Background: an optimization exercise with open tools, aiming at small area, a short achievable clock period and few clock cycles. Do not read the settings as production practice. Only simulation tests tie the RTL to the original design; equivalence was not proved. Power figures rest on the tool's default switching activity, not on a simulated workload.

==> harbor: inputs <==
## rau_top
module rau_top (
   input  logic        clock,
   input  logic        reset,
   input  logic        start,
   output logic        busy,
   input  logic [1:0]  req_cmd,
   input  logic [31:0] req_a_num,
   input  logic [31:0] req_a_den,
   input  logic [31:0] req_b_num,
   input  logic [31:0] req_b_den,
   output logic        rsp_valid,
   output logic [31:0] rsp_num,
   output logic [31:0] rsp_den,
   output logic [1:0]  rsp_status
);
clock: 11.0 ns
lec_check: 0
cap_margin: 20
core_margin: 2
core_utilization: 40
setup_slack_margin: 5
slew_margin: 20
run.sh (not shown) runs the stock make flow with config.mk's settings and CLKGATE_MAP_FILE= SYNTH_SCRIPT=/design/flow/synth_recipe.tcl, a recipe that flattens the netlist after the stock synthesis.
==> juniper: changes against harbor <==
--- a/flow/design.v
+++ b/flow/design.v
@@ -53,17 +53,20 @@
    output logic                n_flip,
    output logic                d_flip,
    input  logic                take
 );
    localparam int R  = 4;            
    localparam int PW = 34;           
-   localparam int W  = 40;           
+   localparam int W  = 38;           
    localparam int HW = W - R;        
    localparam logic [HW-1:0] KN = HW'(64'd20 * 64'h11111111);
    localparam logic [HW-1:0] KD = HW'(64'd10 * 64'h11111111);
    logic          full_ff, done_ff, dz_ff;
+   logic          bv_ff, bdz_ff, bnf_ff, bdf_ff, xfer;
+   logic [64:0]   bn_ff;
+   logic [63:0]   bd_ff;
    logic [2:0]    cnt_ff;
    logic          ma_ff, mb_ff, mc_ff, ub_ff;
    logic [5:0]    ea_ff;
    logic [3:0]    ed_ff;
    logic [1:0]    eb_ff, ec_ff;
    logic [31:0]   an_ff, ad_ff;
@@ -109,12 +112,13 @@
    assign is_mul = (req_data.cmd == rau_pkg::CMD_MUL);
    assign is_div = (req_data.cmd == rau_pkg::CMD_DIV);
    assign is_sub = (req_data.cmd == rau_pkg::CMD_SUB);
    assign sa_in  = req_data.a_num[31] ^ (is_mul ? req_data.b_num[31] : req_data.b_den[31]);
    assign sc_in  = req_data.a_den[31] ^ (is_div ? req_data.b_num[31] : req_data.b_den[31]);
    assign step = full_ff && !done_ff;
+   assign xfer = done_ff && (!bv_ff || take);
    assign last = (cnt_ff == 3'd7);
    assign dz_s = (cnt_ff == 3'd0) && ((ad_ff == '0) || (xc_ff == '0));
    assign i_a0 = benc({req_data.a_num[1:0], 1'b0}, sa_in, 1'b1);
    assign i_a1 = benc(req_data.a_num[3:1],         sa_in, 1'b1);
    assign i_b0 = benc({req_data.a_den[1:0], 1'b0}, sa_in ^ is_sub, !req_data.cmd[1]);
    assign i_b1 = benc(req_data.a_den[3:1],         sa_in ^ is_sub, !req_data.cmd[1]);
@@ -152,20 +156,38 @@
       if (reset) begin
          full_ff <= 1'b0;
          done_ff <= 1'b0;
       end else if (accept) begin
          full_ff <= 1'b1;
          done_ff <= 1'b0;
-      end else if (take) begin
+      end else if (xfer) begin
          full_ff <= 1'b0;
          done_ff <= 1'b0;
       end else if (step && (last || dz_s)) begin
          done_ff <= 1'b1;
       end
    end
    always_ff @(posedge clock) begin
+      if (reset) begin
+         bv_ff <= 1'b0;
+      end else if (xfer) begin
+         bv_ff <= 1'b1;
+      end else if (take) begin
+         bv_ff <= 1'b0;
+      end
+   end
+   always_ff @(posedge clock) begin
+      if (xfer) begin
+         bn_ff  <= {nh[32:0], an_ff};
+         bd_ff  <= {dh[31:0], ad_ff};
+         bdz_ff <= dz_ff;
+         bnf_ff <= ma_ff;
+         bdf_ff <= mc_ff;
+      end
+   end
+   always_ff @(posedge clock) begin
       if (!full_ff) begin
          an_ff  <= req_data.a_num;
          ad_ff  <= req_data.a_den;
          xa_ff  <= is_mul ? req_data.b_num : req_data.b_den;
          xb_ff  <= req_data.b_num;
          xc_ff  <= is_div ? req_data.b_num : req_data.b_den;
@@ -198,18 +220,18 @@
          nci_ff <= ln[R];
          dci_ff <= ld[R];
          cnt_ff <= cnt_ff + 1'b1;
          if (cnt_ff == 3'd0) dz_ff <= dz_s;
       end
    end
-   assign done   = done_ff;
-   assign dz     = dz_ff;
-   assign n      = {nh[32:0], an_ff};
-   assign d      = {dh[31:0], ad_ff};
-   assign n_flip = ma_ff;
-   assign d_flip = mc_ff;
+   assign done   = bv_ff;
+   assign dz     = bdz_ff;
+   assign n      = bn_ff;
+   assign d      = bd_ff;
+   assign n_flip = bnf_ff;
+   assign d_flip = bdf_ff;
 endmodule
 module rau_datapath (
    input  logic             clock,
    input  logic             reset,
    input  logic             in_valid,
    input  logic             in_dz,
@@ -219,20 +241,20 @@
    input  logic             in_d_flip,
    output logic             take,
    output logic             rsp_valid,
    output rau_pkg::rsp_type rsp_data
 );
    localparam int MS = 4;            
-   localparam int CW = 32 + MS;      
+   localparam int CW = 33;           
    logic          busy_ff, abs_ff, dz_ff, tv_ff, nneg_ff, dneg_ff;
    logic [63:0]   u_ff, v_ff;
    logic [32:0]   t_ff;
    logic [CW-1:0] m11_ff, m12_ff, m21_ff, m22_ff;
    logic          rsp_valid_ff;
    rau_pkg::rsp_type rsp_ff;
-   logic          uo, vo, ge, u_zero, c_ovf, t_hit, fin, load;
+   logic          uo, vo, ge, u_zero, t_hit, fin, load;
    logic [64:0]   s1, s2;
    logic [63:0]   xu, xv, ku, kv, un, vn;
    logic          u_en, v_en, c1_sh, c2_sh, c1_add, c2_add;
    logic [CW-1:0] sum1, sum2;
    logic [31:0]   enc_n, enc_d;
    logic          fits_n, fits_d;
@@ -253,17 +275,15 @@
    logic        cge;
    rau_csub #(.W(64)) u_csub (.a(u_ff), .b(v_ff), .amb(s1[63:0]), .bma(s2[63:0]), .age(cge));
    assign s1[64] = !cge;
    assign s2[64] = 1'b0;
    assign ge = cge;
    assign u_zero = (u_ff == '0);
-   assign c_ovf  = (m11_ff[CW-1:32] != '0) || (m12_ff[CW-1:32] != '0) ||
-                   (m21_ff[CW-1:32] != '0) || (m22_ff[CW-1:32] != '0);
    assign t_hit  = tv_ff && (((u_ff[63:33] == '0) && (u_ff[32:0] < t_ff)) ||
                              ((v_ff[63:33] == '0) && (v_ff[32:0] < t_ff)));
-   assign fin    = busy_ff && (dz_ff || (!abs_ff && (u_zero || c_ovf || t_hit)));
+   assign fin    = busy_ff && (dz_ff || (!abs_ff && (u_zero || t_hit)));
    assign load   = in_valid && (!busy_ff || fin);
    assign take   = (load && !(in_n[64] && !in_dz)) || (busy_ff && abs_ff);
    assign xu = uo ? s1[63:0] : u_ff;
    assign xv = vo ? s2[63:0] : v_ff;
    assign ku = (!uo && !vo) ? (u_ff | v_ff) : xu;
    assign kv = (!uo && !vo) ? (u_ff | v_ff) : xv;
@@ -335,26 +355,24 @@
          rsp_valid_ff <= 1'b0;
       end else begin
          rsp_valid_ff <= fin;
       end
    end
    always_ff @(posedge clock) begin
-      if (fin) begin
-         if (dz_ff) begin
-            rsp_ff.res_num <= '0;
-            rsp_ff.res_den <= 32'sd1;
-            rsp_ff.status  <= rau_pkg::STAT_DIV_ZERO;
-         end else if (!u_zero || !fits_n || !fits_d) begin
-            rsp_ff.res_num <= '0;
-            rsp_ff.res_den <= 32'sd1;
-            rsp_ff.status  <= rau_pkg::STAT_OVERFLOW;
-         end else begin
-            rsp_ff.res_num <= enc_n;
-            rsp_ff.res_den <= enc_d;
-            rsp_ff.status  <= rau_pkg::STAT_OK;
-         end
+      if (dz_ff) begin
+         rsp_ff.res_num <= '0;
+         rsp_ff.res_den <= 32'sd1;
+         rsp_ff.status  <= rau_pkg::STAT_DIV_ZERO;
+      end else if (!u_zero || !fits_n || !fits_d) begin
+         rsp_ff.res_num <= '0;
+         rsp_ff.res_den <= 32'sd1;
+         rsp_ff.status  <= rau_pkg::STAT_OVERFLOW;
+      end else begin
+         rsp_ff.res_num <= enc_n;
+         rsp_ff.res_den <= enc_d;
+         rsp_ff.status  <= rau_pkg::STAT_OK;
       end
    end
    assign rsp_valid = rsp_valid_ff;
    assign rsp_data  = rsp_ff;
 endmodule
 module rau_csub #(
==> flow/flow/run.sh (new file) <==
#!/bin/bash
set -euo pipefail
bash standard.sh SETUP_SLACK_MARGIN=7 finish > standard_flow.log 2>&1
==> flow/standard.sh (new file) <==
#!/bin/bash
# synth_recipe.tcl (not shown) runs the flow's synth.tcl, then flattens the netlist and writes it again
# the make line also repeats each setting of config.mk as NAME=value (left out here)
make -C /OpenROAD-flow-scripts/flow DESIGN_CONFIG=/design/flow/config.mk WORK_HOME=/design/flow/orfs CLKGATE_MAP_FILE= SYNTH_SCRIPT=/design/flow/synth_recipe.tcl "${@:-finish}"
--- a/flow/config.mk
+++ b/flow/config.mk
@@ -5,8 +5,7 @@
 export SDC_FILE = /design/flow/constraint.sdc
 export NUM_CORES = 4
 export LEC_CHECK = 0
 export CAP_MARGIN = 20
 export CORE_MARGIN = 2
 export CORE_UTILIZATION = 40
-export SETUP_SLACK_MARGIN = 5
 export SLEW_MARGIN = 20
removed: flow/run.sh
==> run notes <==
- harbor produced a clean layout. juniper produced a clean layout.
- In juniper the die area is higher than in harbor, by about 5%.
- Utilization: harbor is lower than juniper (6.0 points).
- Of harbor and juniper, juniper has the higher clock skew (gap 22 ps).
- In harbor the clock power is lower than in juniper, by about 18%.
- Of harbor and juniper, juniper has the higher combinational power (gap about 11%, measured against juniper).
- Synthesized cell count: harbor is lower than juniper (about 1.4%).
- Of harbor and juniper, juniper has the higher via count (gap 8.9%, measured against juniper).
- Maximum frequency: harbor is smaller than juniper (29%).
- Routed wire length: juniper is higher than harbor (about 15%).
Testbench counts of harbor, summed over its fixed seeds: cycles 39,847.
Testbench counts of juniper, summed over its fixed seeds: cycles 35,837.

## port drivers added, routing unchanged
The results above use ideal ports. As a check the final layouts listed here were re-extracted and re-timed, cells and wires unchanged.
Step 1 sets driving cells, clkbuf_16 on the clock port and buf_2 on the other inputs (assumed; they add their load-dependent delay and slew).
Step 2 adds t to the input delays and takes it off the output delays; t is the mean of the earliest and latest rising clock arrival at the registers after step 1. Input paths then give back, and output paths get back, about the clock's delay inside the block.
Slacks: ideal ports / drivers / drivers and shift; pairs: ideal ports / drivers.
run	t, ns	setup slack, ns	clock arrival spread, ns	worst data-port slew with drivers (ns)
harbor	0.800	4.999 / 4.999 / 4.999	0.039 / 0.039	0.05
juniper	0.853	6.718 / 6.718 / 6.321	0.062 / 0.062	0.10
After both steps setup and hold are still met in every run listed. The setup slack of juniper, which loses most, moves by 0.000 ns with the drivers and by -0.397 ns with both steps.
